Context: an optimization exercise on an open-source flow, tuned for small area, a short achievable clock period and few clock cycles per item. The choices shown serve that exercise and are no tape-out recipe.
RTL that was checked went through simulation tests only; none was proved equivalent to the original.
Power and IR drop assume default switching activity.

## muldiv_unit
module muldiv_unit #(
  parameter int XLEN = 32
) (
  input  logic            clk_i,
  input  logic            rst_i,
  input  logic            flush_i,
  input  logic            valid_i,
  output logic            ready_o,
  input  logic [2:0]      op_i,
  input  logic [XLEN-1:0] rs1_i,
  input  logic [XLEN-1:0] rs2_i,
  input  logic [4:0]      rd_addr_i,
  output logic            valid_o,
  input  logic            ready_i,
  output logic [XLEN-1:0] result_o,
  output logic [4:0]      rd_addr_o
);
  localparam logic [1:0] F_EMPTY = 2'd0;
  localparam logic [1:0] F_RAW   = 2'd1;
  localparam logic [1:0] F_ABS   = 2'd2;
  localparam logic [1:0] E_IDLE = 2'd0;
  localparam logic [1:0] E_ITER = 2'd1;
  localparam logic [1:0] E_F1   = 2'd2;
  localparam logic [1:0] E_F2   = 2'd3;
  function automatic logic [4:0] msb_pos(input logic [31:0] x);
    logic [15:0] y16;
    logic [7:0]  y8;
    logic [3:0]  y4;
    logic [1:0]  y2;
    logic [4:0]  p;
    p[4] = |x[31:16];
    y16  = p[4] ? x[31:16] : x[15:0];
    p[3] = |y16[15:8];
    y8   = p[3] ? y16[15:8] : y16[7:0];
    p[2] = |y8[7:4];
    y4   = p[2] ? y8[7:4] : y8[3:0];
  ...
For scale: roughly 3,800 cells after synthesis, ~290 flip-flops, about 120 I/O pins, ~35,000 um2 of cells after synthesis.
==> flow/config.mk <==
export PLATFORM = sky130hd
export DESIGN_NAME = muldiv_unit
export DESIGN_NICKNAME = muldiv_unit
export VERILOG_FILES = /design/flow/design.v
export SDC_FILE = /design/flow/constraint.sdc
export NUM_CORES = 4
export LEC_CHECK = 0
export CAP_MARGIN = 20
export CORE_MARGIN = 2
export CORE_UTILIZATION = 40
export SLEW_MARGIN = 20
==> flow/constraint.sdc <==
create_clock -name core_clock -period 12.0 [get_ports {clk_i}]
set_input_delay 2.4000 -clock core_clock [delete_from_list [all_inputs] [get_ports {clk_i}]]
set_output_delay 2.4000 -clock core_clock [all_outputs]
set_load 0.01 [all_outputs]
standard.sh (not shown) runs the stock make flow with config.mk's settings and CLKGATE_MAP_FILE= SYNTH_SCRIPT=/design/flow/synth_recipe.tcl, a recipe that flattens the netlist after the stock synthesis.
==> flow/flow/run.sh <==
#!/bin/bash
set -euo pipefail
export SETUP_SLACK_MARGIN=7
export BUFFER_PORTS_ARGS="-buffer_cell sky130_fd_sc_hd__buf_1"
bash standard.sh > standard_flow.log 2>&1
==> next run, changes <==
==> flow/flow/run.sh (replaced) <==
#!/bin/bash
set -euo pipefail
export SETUP_SLACK_MARGIN=7
bash standard.sh > standard_flow.log 2>&1
Critical path depth rose by 6.
Total power rose by about 3%.
Area after synthesis is unchanged.
Flip-flop and latch count stays the same.
Clock-buffer cell count fell by 2.
Register-to-register slack improved by 0.11 ns.
Combinational power fell by about 1%.
Function was not checked in any run of this note: the RTL went through the layout flow alone.

Another version of the RTL of muldiv_unit (not shown whole).
Size in the first run: about 280 flip-flops, ~120 I/O pins, about 34000 um2 of cells after synthesis.
// muldiv_unit
module muldiv_unit #(
  parameter int XLEN = 32
) (
  input  logic            clk_i,
  input  logic            rst_i,
  input  logic            flush_i,
  input  logic            valid_i,
  output logic            ready_o,
  input  logic [2:0]      op_i,
  input  logic [XLEN-1:0] rs1_i,
  input  logic [XLEN-1:0] rs2_i,
  input  logic [4:0]      rd_addr_i,
  output logic            valid_o,
  input  logic            ready_i,
  output logic [XLEN-1:0] result_o,
  output logic [4:0]      rd_addr_o
);
clock: 12.0 ns
lec_check: 0
cap_margin: 20
core_margin: 2
core_utilization: 40
slew_margin: 20
==> flow/flow/run.sh <==
#!/bin/bash
set -euo pipefail
export SETUP_SLACK_MARGIN=7
export BUFFER_PORTS_ARGS="-buffer_cell sky130_fd_sc_hd__buf_1"
bash standard.sh > standard_flow.log 2>&1
Testbench counts at the start, summed over its fixed seeds: cycles 12,459, ops 3,200.
==> next run, changes <==
--- a/flow/config.mk
+++ b/flow/config.mk
@@ -9,3 +9,4 @@
 export CORE_MARGIN = 2
 export CORE_UTILIZATION = 40
+export PLACE_DENSITY = 0.75
 export SLEW_MARGIN = 20
The new run produced a clean layout; design area fell by 0.64%; synthesized cell count does not change; final cell count hardly moves; die area is unchanged; non-clock buffer count fell by 7; flip-flop and latch count is unchanged; power fell by 2.5%; worst hold slack gains 0.0092 ns; worst setup slack hardly moves; via count rose by 0.96%.
==> next run, changes <==
==> flow/flow/run.sh (replaced) <==
#!/bin/bash
set -euo pipefail
export SETUP_SLACK_MARGIN=7.5
bash standard.sh > standard_flow.log 2>&1
--- a/flow/config.mk
+++ b/flow/config.mk
@@ -9,4 +9,3 @@
 export CORE_MARGIN = 2
 export CORE_UTILIZATION = 40
-export PLACE_DENSITY = 0.75
 export SLEW_MARGIN = 20
- The new run completed with no timing, DRC or antenna violations
- non-clock buffer count goes up by 242
- fmax went up by a few percent
- synthesized area does not change
- count of clock-buffer cells in the layout decreases by 2
- total power rose by a few percent
- setup slack is better by 0.21 ns
- via count is higher by a few percent
- sequential power hardly moves
- worst hold slack is about the same
- clock power hardly moves
==> next run, changes <==
==> flow/flow/run.sh (replaced) <==
#!/bin/bash
set -euo pipefail
export SETUP_SLACK_MARGIN=8
bash standard.sh > standard_flow.log 2>&1
--- a/flow/config.mk
+++ b/flow/config.mk
@@ -10,2 +10,3 @@
 export CORE_UTILIZATION = 40
 export SLEW_MARGIN = 20
+export TNS_END_PERCENT = 10
=> The changed run completed without violations; non-clock buffer count went up by 9; critical path depth is unchanged; area after synthesis is unchanged; wire length went up by 1.4%; power barely changes; clock skew went down by 0.028 ns; worst hold slack barely changes; final area went up by 0.77%; setup slack is worse by 0.020 ns.
==> next run, changes <==
==> flow/flow/run.sh (replaced) <==
#!/bin/bash
set -euo pipefail
export SETUP_SLACK_MARGIN=7
export BUFFER_PORTS_ARGS="-buffer_cell sky130_fd_sc_hd__buf_1"
bash standard.sh > standard_flow.log 2>&1
--- a/flow/config.mk
+++ b/flow/config.mk
@@ -8,5 +8,4 @@
 export CAP_MARGIN = 20
 export CORE_MARGIN = 2
-export CORE_UTILIZATION = 40
+export CORE_UTILIZATION = 50
 export SLEW_MARGIN = 20
-export TNS_END_PERCENT = 10
- synthesized area is unchanged
- cell area went down by roughly a tenth
- via count shrinks by a few percent
- fmax went down by a few percent

The RTL this note starts from:
==> flow/design.v <==
module muldiv_unit #(
  parameter int XLEN = 32
) (
  input  logic            clk_i,
  input  logic            rst_i,
  input  logic            flush_i,
  input  logic            valid_i,
  output logic            ready_o,
  input  logic [2:0]      op_i,
  input  logic [XLEN-1:0] rs1_i,
  input  logic [XLEN-1:0] rs2_i,
  input  logic [4:0]      rd_addr_i,
  output logic            valid_o,
  input  logic            ready_i,
  output logic [XLEN-1:0] result_o,
  output logic [4:0]      rd_addr_o
);
  localparam logic [1:0] F_EMPTY = 2'd0;
  localparam logic [1:0] F_RAW   = 2'd1;
  localparam logic [1:0] F_ABS   = 2'd2;
  localparam logic [1:0] E_IDLE = 2'd0;
  localparam logic [1:0] E_ITER = 2'd1;
  localparam logic [1:0] E_F1   = 2'd2;
  localparam logic [1:0] E_F2   = 2'd3;
  function automatic logic [4:0] msb_pos(input logic [31:0] x);
    logic [15:0] y16;
    logic [7:0]  y8;
    logic [3:0]  y4;
    logic [1:0]  y2;
    logic [4:0]  p;
    p[4] = |x[31:16];
    y16  = p[4] ? x[31:16] : x[15:0];
    p[3] = |y16[15:8];
    y8   = p[3] ? y16[15:8] : y16[7:0];
    p[2] = |y8[7:4];
    y4   = p[2] ? y8[7:4] : y8[3:0];
    p[1] = |y4[3:2];
    y2   = p[1] ? y4[3:2] : y4[1:0];
    p[0] = y2[1];
    msb_pos = p;
  endfunction
  logic [1:0]  fst_q;
  logic [2:0]  fop_q;
  logic [4:0]  frd_q;
  logic [31:0] fa_q;     
  logic [31:0] fb_q;     
  logic [4:0]  fpa_q, fpb_q;
  logic        fza_q, fzb_q;
  logic        fneg_q;
  logic [1:0]  est_q;
  logic [2:0]  op_q;
  logic [4:0]  rd_q;
  logic [33:0] r_q;      
  logic [33:0] c_q;      
  logic        ci_q;     
  logic [31:0] m_q;      
  logic [31:0] x_q;      
  logic [4:0]  cnt_q;    
  logic [2:0]  j_q;      
  logic        neg_q;    
  logic        ready_q;
  logic        vo_q;
  logic [31:0] res_q;
  logic [4:0]  rdo_q;
  assign ready_o   = ready_q;
  assign valid_o   = vo_q;
  assign result_o  = res_q;
  assign rd_addr_o = rdo_q;
  logic accept;
  assign accept = valid_i & ready_q & ~flush_i;
  logic is_mul;
  assign is_mul = ~op_q[2];
  logic        sa_en, sb_en, na, nb;
  logic [31:0] abs_a, abs_b;
  always_comb begin
    sa_en = (fop_q == 3'd0) | (fop_q == 3'd1) | (fop_q == 3'd2) | (fop_q == 3'd4) | (fop_q == 3'd6);
    sb_en = (fop_q == 3'd0) | (fop_q == 3'd1) | (fop_q == 3'd4) | (fop_q == 3'd6);
    na    = sa_en & fa_q[31];
    nb    = sb_en & fb_q[31];
    abs_a = na ? (~fa_q + 32'd1) : fa_q;
    abs_b = nb ? (~fb_q + 32'd1) : fb_q;
  end
  logic        f_mul;
  logic        a_le_b;
  logic [4:0]  pm;
  logic [4:0]  dsh;
  always_comb begin
    f_mul  = ~fop_q[2];
    a_le_b = (fpa_q <= fpb_q);
    pm     = a_le_b ? fpa_q : fpb_q;
    dsh    = fpa_q - fpb_q;
  end
  logic [37:0] pp0, pp1, pp2, pp3, acs, acc;
  logic [37:0] s1, c1, s2, c2, s3, c3, s4, c4;
  logic [4:0]  low5;
  always_comb begin
    acs = {4'd0, r_q};
    acc = {4'd0, c_q};
    pp0 = {38{x_q[0]}} & {6'd0, m_q};
    pp1 = {38{x_q[1]}} & {5'd0, m_q, 1'b0};
    pp2 = {38{x_q[2]}} & {4'd0, m_q, 2'b0};
    pp3 = {38{x_q[3]}} & {3'd0, m_q, 3'b0};
    s1 = acs ^ acc ^ pp0;
    c1 = ((acs & acc) | (acs & pp0) | (acc & pp0)) << 1;
    s2 = pp1 ^ pp2 ^ pp3;
    c2 = ((pp1 & pp2) | (pp1 & pp3) | (pp2 & pp3)) << 1;
    s3 = s1 ^ c1 ^ s2;
    c3 = ((s1 & c1) | (s1 & s2) | (c1 & s2)) << 1;
    s4 = s3 ^ c3 ^ c2;
    c4 = ((s3 & c3) | (s3 & c2) | (c3 & c2)) << 1;
    low5 = {1'b0, s4[3:0]} + {1'b0, c4[3:0]} + {4'd0, ci_q};
  end
  logic [33:0] add_b;
  logic        add_ci;
  logic [33:0] add_s;
  logic        qb;
  always_comb begin
    add_b  = is_mul ? c_q : ~{2'b00, m_q};
    add_ci = is_mul ? ci_q : 1'b1;
    add_s  = r_q + add_b + {33'd0, add_ci};
    qb     = ~add_s[33];
  end
  logic [63:0] fsrc;
  logic [63:0] fsh;
  logic [31:0] fval;
  logic [31:0] lomask;
  logic        lo_zero;
  logic        fcin;
  logic [31:0] fres;
  always_comb begin
    fsrc    = (op_q == 3'd0) ? {r_q[31:0], x_q} : {32'd0, r_q[31:0]};
    fsh     = fsrc >> {j_q, 2'b00};
    lomask  = ~(32'hFFFF_FFFF << {j_q, 2'b00});
    lo_zero = (x_q == 32'd0) & ((r_q[31:0] & lomask) == 32'd0);
    if (is_mul) begin
      fval = fsh[31:0];
      fcin = (op_q == 3'd0) | lo_zero;
    end else begin
      fval = op_q[1] ? r_q[31:0] : x_q;
      fcin = 1'b1;
    end
    fres = (fval ^ {32{neg_q}}) + {31'd0, neg_q & fcin};
  end
  logic [1:0]  fst_d, est_d;
  logic        vo_d;
  logic        fix_done;
  logic        eng_load;
  always_comb begin
    fix_done = (est_q == E_F2) & (~vo_q | ready_i);
    eng_load = (fst_q == F_ABS) & ((est_q == E_IDLE) | fix_done);
    fst_d = fst_q;
    if (fst_q == F_RAW) fst_d = F_ABS;
    if (eng_load) fst_d = F_EMPTY;
    if (accept) fst_d = F_RAW;
    if (flush_i) fst_d = F_EMPTY;
    est_d = est_q;
    case (est_q)
      E_ITER: if (cnt_q == 5'd0) est_d = is_mul ? E_F1 : E_F2;
      E_F1:   est_d = E_F2;
      E_F2:   if (fix_done) est_d = E_IDLE;
      default: est_d = est_q;
    endcase
    if (eng_load) begin
      if (f_mul) est_d = (fza_q | fzb_q) ? E_F2 : E_ITER;
      else       est_d = (fzb_q | fza_q | (fpa_q < fpb_q)) ? E_F2 : E_ITER;
    end
    if (flush_i) est_d = E_IDLE;
    vo_d = vo_q;
    if (ready_i) vo_d = 1'b0;
    if (fix_done) vo_d = 1'b1;
    if (flush_i) vo_d = 1'b0;
  end
  always_ff @(posedge clk_i) begin
    if (rst_i) begin
      fst_q   <= F_EMPTY;
      est_q   <= E_IDLE;
      vo_q    <= 1'b0;
      ready_q <= 1'b1;
    end else begin
      fst_q   <= fst_d;
      est_q   <= est_d;
      vo_q    <= vo_d;
      ready_q <= (fst_d == F_EMPTY) |
                 ((fst_d == F_ABS) & ((est_d == E_IDLE) | ((est_d == E_F2) & ~vo_d)));
    end
  end
  always_ff @(posedge clk_i) begin
    if (fix_done) begin
      res_q <= fres;
      rdo_q <= rd_q;
    end
  end
  always_ff @(posedge clk_i) begin
    if (accept) begin
      fop_q <= op_i;
      frd_q <= rd_addr_i;
      fa_q  <= rs1_i;
      fb_q  <= rs2_i;
    end else if (fst_q == F_RAW) begin
      fa_q   <= abs_a;
      fb_q   <= abs_b;
      fpa_q  <= msb_pos(abs_a);
      fpb_q  <= msb_pos(abs_b);
      fza_q  <= (fa_q == 32'd0);
      fzb_q  <= (fb_q == 32'd0);
      if (~fop_q[2]) fneg_q <= na ^ nb;
      else if (fop_q[1]) fneg_q <= na;
      else fneg_q <= (na ^ nb) & (fb_q != 32'd0);
    end
  end
  always_ff @(posedge clk_i) begin
    if (eng_load) begin
      op_q  <= fop_q;
      rd_q  <= frd_q;
      neg_q <= fneg_q;
      ci_q  <= 1'b0;
      if (f_mul) begin
        r_q   <= '0;
        c_q   <= '0;
        m_q   <= a_le_b ? fb_q : fa_q;
        x_q   <= (fza_q | fzb_q) ? 32'd0 : (a_le_b ? fa_q : fb_q);
        cnt_q <= {2'd0, pm[4:2]};
        j_q   <= ~pm[4:2];
      end else begin
        r_q   <= {2'b00, fa_q};
        m_q   <= fb_q << dsh;
        x_q   <= fzb_q ? 32'hFFFF_FFFF : 32'd0;
        cnt_q <= dsh;
      end
    end else begin
      case (est_q)
        E_ITER: begin
          cnt_q <= cnt_q - 5'd1;
          if (is_mul) begin
            r_q  <= s4[37:4];
            c_q  <= c4[37:4];
            ci_q <= low5[4];
            x_q  <= {low5[3:0], x_q[31:4]};
          end else begin
            if (qb) r_q <= {2'b00, add_s[31:0]};
            x_q <= {x_q[30:0], qb};
            m_q <= {1'b0, m_q[31:1]};
          end
        end
        E_F1: begin
          r_q <= add_s;
        end
        default: ;
      endcase
    end
  end
endmodule
Settings: LEC_CHECK=0, CAP_MARGIN=20, CORE_MARGIN=2, CORE_UTILIZATION=40, SLEW_MARGIN=20; clock period 12.0 ns.
==> flow/flow/run.sh <==
#!/bin/bash
set -euo pipefail
export SETUP_SLACK_MARGIN=8
bash standard.sh > standard_flow.log 2>&1
The baseline ran to the end with no violations.
Testbench counts at the start, summed over its fixed seeds: cycles 21,198, ops 3,200.
Rerun with:
==> flow/flow/run.sh (replaced) <==
#!/bin/bash
set -euo pipefail
export SETUP_SLACK_MARGIN=10
bash standard.sh > standard_flow.log 2>&1
Result: Setup slack gains 0.047 ns. Area after synthesis does not change. Fmax climbs by 1.1%. Non-clock buffer count climbs by 231. Clock power climbs by about 6%. Synthesized cell count is unchanged.

## port drivers added, routing unchanged
In the flow no input, the clock included, has a driving cell. The finished layouts below were timed again as built, in two steps. Step 1 (the two cells are an assumption about what drives the block):
set clk [get_ports {clk_i}]
set_driving_cell -lib_cell sky130_fd_sc_hd__clkbuf_16 $clk
set_driving_cell -lib_cell sky130_fd_sc_hd__buf_2 [delete_from_list [all_inputs] $clk]
Step 2, shift: input delay + t, output delay - t, t = (earliest + latest rising clock arrival at the registers) / 2. This alone moves slack from input paths to output paths. Three values: ideal ports, drivers, drivers and shift; two values: the first two.
| run | t (ns) | slack for setup (ns) | worst slew at a driven data input, ns |
|---|---|---|---|
| the first run of note 1 | 0.647 | 7.060 / 7.060 / 7.060 | 0.07 |
| the second run of note 1 | 0.650 | 7.165 / 7.165 / 7.165 | 0.07 |
| the first run of note 2 | 0.640 | 7.056 / 7.056 / 6.549 | 0.07 |
| the second run of note 2 | 0.635 | 7.056 / 7.056 / 6.612 | 0.07 |
| the third run of note 2 | 0.627 | 7.265 / 7.265 / 6.874 | 0.08 |
| the fourth run of note 2 | 0.629 | 7.246 / 7.246 / 7.024 | 0.08 |
| the fifth run of note 2 | 0.623 | 6.995 / 6.995 / 6.699 | 0.05 |
| the first run of note 3 | 0.639 | 7.649 / 7.649 / 7.401 | 0.07 |
| the second run of note 3 | 0.659 | 7.696 / 7.696 / 7.582 | 0.06 |
After both steps setup and hold are still met in every run listed. For the first run of note 2, which loses most, drivers alone change the setup slack by 0.000 ns; drivers and shift together by -0.507 ns.
